From an optimization exercise on the open Yosys and OpenROAD flow, aimed at small area, a short achievable clock period and few clock cycles per item; shortcuts taken in it are not production practice.
At most, simulation tests tie the RTL to the original design; equivalence was not proved.
Power is estimated from default activity; no workload was simulated.

==> flow/design.v (excerpt) <==
module sorted_term_accumulator_unit #(
	parameter int TABLE_DEPTH = stac_pkg::DEFAULT_TABLE_DEPTH
) (
	input  logic                                clk,
	input  logic                                arst_n,
	input  logic                                in_valid,
	output logic                                in_stall,
	input  logic        [1:0]                   opcode,
	input  logic signed [stac_pkg::COEF_W-1:0]  coefficient,
	input  logic        [stac_pkg::EXP_W-1:0]   exponent,
	output logic                                out_valid,
	input  logic                                out_stall,
	output logic signed [stac_pkg::COEF_W-1:0]  term_coefficient,
	output logic        [stac_pkg::EXP_W-1:0]   term_exponent,
	output logic        [1:0]                   status,
	output logic                                last
);
	localparam int N  = TABLE_DEPTH;
	localparam int CW = stac_pkg::COEF_W;
	localparam int EW = stac_pkg::EXP_W;
	logic                 item_v_q;
	logic [1:0]           item_op_q;
	logic signed [CW-1:0] item_c_q;
	logic [EW-1:0]        item_e_q;
	logic [N-1:0]         item_sel_q;   
	logic                 item_eq_q;    
	logic [N-1:0]         valid_q;      
	logic                 hold_q;       
	logic                 m_v_q;
	logic                 m_write_q;    
	logic                 m_term_q;     
	logic [N-1:0]         m_sel_q;
	logic signed [CW-1:0] m_rd_q;       
	logic signed [CW-1:0] m_c_q;        
	logic [EW-1:0]        m_exp_q;
	stac_pkg::status_t    m_status_q;
	logic                 m_last_q;
	logic                 out_valid_q;
	logic signed [CW-1:0] res_coef_q;
	logic [EW-1:0]        res_exp_q;
	stac_pkg::status_t    res_status_q;
  ...
clock: 6.0 ns
lec_check: 0
cap_margin: 20
core_margin: 2
core_utilization: 40
cts_buf_list: sky130_fd_sc_hd__clkbuf_8
cts_cluster_size: 30
setup_slack_margin: 3.0
slew_margin: 20
tns_end_percent: 10
run.sh (not shown) runs the stock make flow with config.mk's settings and CLKGATE_MAP_FILE= SYNTH_SCRIPT=/design/flow/synth_recipe.tcl, a recipe that flattens the netlist after the stock synthesis.
The starting point completed without violations.
Testbench counts at the start, summed over its fixed seeds: cycles 8,948, items 5,750.
Edit:
- CTS_BUF_LIST: sky130_fd_sc_hd__clkbuf_8 -> sky130_fd_sc_hd__clkbuf_4
- TNS_END_PERCENT: 10 -> not set
What happened: Global-route usage is higher by 0.45 points; final area went up by 2.3%; utilization climbs by 1.1 points; final cell count grows by 2.7%; sequential share of layout area is lower by 1.0 points; sequential power hardly moves; wire length came out higher by 1.4%; total power rises by 7.5%; flip-flop and latch count does not change.


sorted_term_accumulator_unit again, from the RTL that the note above started with.
clock: 6.0 ns
lec_check: 0
cap_margin: 20
core_margin: 2
core_utilization: 55
cts_buf_list: sky130_fd_sc_hd__clkbuf_8
cts_cluster_size: 30
setup_slack_margin: 3.0
slew_margin: 20
tns_end_percent: 10
Testbench counts at the start, summed over its fixed seeds: cycles 8,948, items 5,750.
Edit:
--- a/flow/config.mk
+++ b/flow/config.mk
@@ -9,3 +9,3 @@
 export CORE_MARGIN = 2
-export CORE_UTILIZATION = 55
+export CORE_UTILIZATION = 40
 export CTS_BUF_LIST = sky130_fd_sc_hd__clkbuf_8
@@ -14,2 +14 @@
 export SLEW_MARGIN = 20
-export TNS_END_PERCENT = 10
Non-clock buffer count came out higher by 28. Register-to-register slack improved by 0.12 ns. Wire length came out lower slightly. Maximum frequency came out higher by a few percent. Total power came out higher by a few percent. Count of clock-buffer cells in the layout came out higher by 3. Design area came out higher by a few percent. Cell count came out higher by a little under a tenth. Global-route usage came out lower by 12 points.
Edit:
--- a/flow/config.mk
+++ b/flow/config.mk
@@ -12,3 +12,3 @@
 export CTS_CLUSTER_SIZE = 30
-export SETUP_SLACK_MARGIN = 3.0
+export SETUP_SLACK_MARGIN = 2.8
 export SLEW_MARGIN = 20
Outcome:
- The changed run finished with timing, DRC and antenna clean
- total power climbs by 3.7%
- design area drops by about 0.3%
- worst setup slack gets worse by 0.11 ns
- global-route usage climbs by 1.0 points
- core utilization drops by 0.15 points
- area after synthesis does not change
- sequential cell count does not change
- worst hold slack gets worse by 0.0050 ns
- via count climbs by 1.5%


Setup of v6:
sorted_term_accumulator_unit, a different RTL version from the one above (not shown whole).
Size: roughly 2600 cells after synthesis, ~59 I/O pins, about 28000 um^2 of cells after synthesis.
Settings: LEC_CHECK=0, CAP_MARGIN=20, CORE_MARGIN=2, CORE_UTILIZATION=40, SETUP_SLACK_MARGIN=3.0, SLEW_MARGIN=20; clock period 6.0 ns.
What v7 does differently from v6 at the input level:
- CTS_BUF_LIST now sky130_fd_sc_hd__clkbuf_8, previously not set
- CTS_CLUSTER_SIZE now 30, previously not set
Results
- There was hardly any difference in worst setup slack between v6 and v7.
- Summary of v7 over v6: clock share of power now smaller; total power now smaller.
- v7 ended up with item_sel_q[5]$_DFFE_PP_ as its timing startpoint of the critical path; v6 ended up with m_sel_q[0]$_DFFE_PP_.
Function was not checked in any run of this note: the RTL went through the layout flow alone.

==> port drivers added, routing unchanged <==
In the flow no input, the clock included, has a driving cell. The finished layouts below were timed again as built, in two steps. Step 1 assumes that a clkbuf_16 drives the clock port and a buf_2 every other input. Step 2 times the ports against the registers' clock, not the clock port: input delays grow and output delays shrink by t, the midpoint of the rising clock arrivals with the driver on. a / b / c = no drivers / after step 1 / after step 2; a / b = the first two.
| run | shift t [ns] | slack for setup (ns) | worst setup path at the end | latest minus earliest clock arrival (ns) |
|---|---|---|---|---|
| the first run of note 1 | 0.766 | 2.540 / 2.540 / 1.970 | input to register | 0.062 / 0.062 |
| the second run of note 1 | 1.042 | 2.556 / 2.556 / 2.232 | input to register | 0.107 / 0.107 |
| the first run of note 2 | 0.756 | 2.485 / 2.485 / 1.866 | input to register | 0.040 / 0.040 |
| the second run of note 2 | 0.783 | 2.605 / 2.605 / 2.281 | input to register | 0.076 / 0.076 |
| the third run of note 2 | 0.769 | 2.493 / 2.493 / 2.056 | input to register | 0.070 / 0.070 |
| v6 | 0.708 | 2.057 / 2.057 / 2.057 | register to register | 0.059 / 0.059 |
| v7 | 0.762 | 2.059 / 2.059 / 2.031 | input to register | 0.058 / 0.058 |
After both steps every run listed still meets setup and hold. The setup slack of the first run of note 2, which loses most, moves by 0.000 ns with the drivers and by -0.619 ns with both steps.
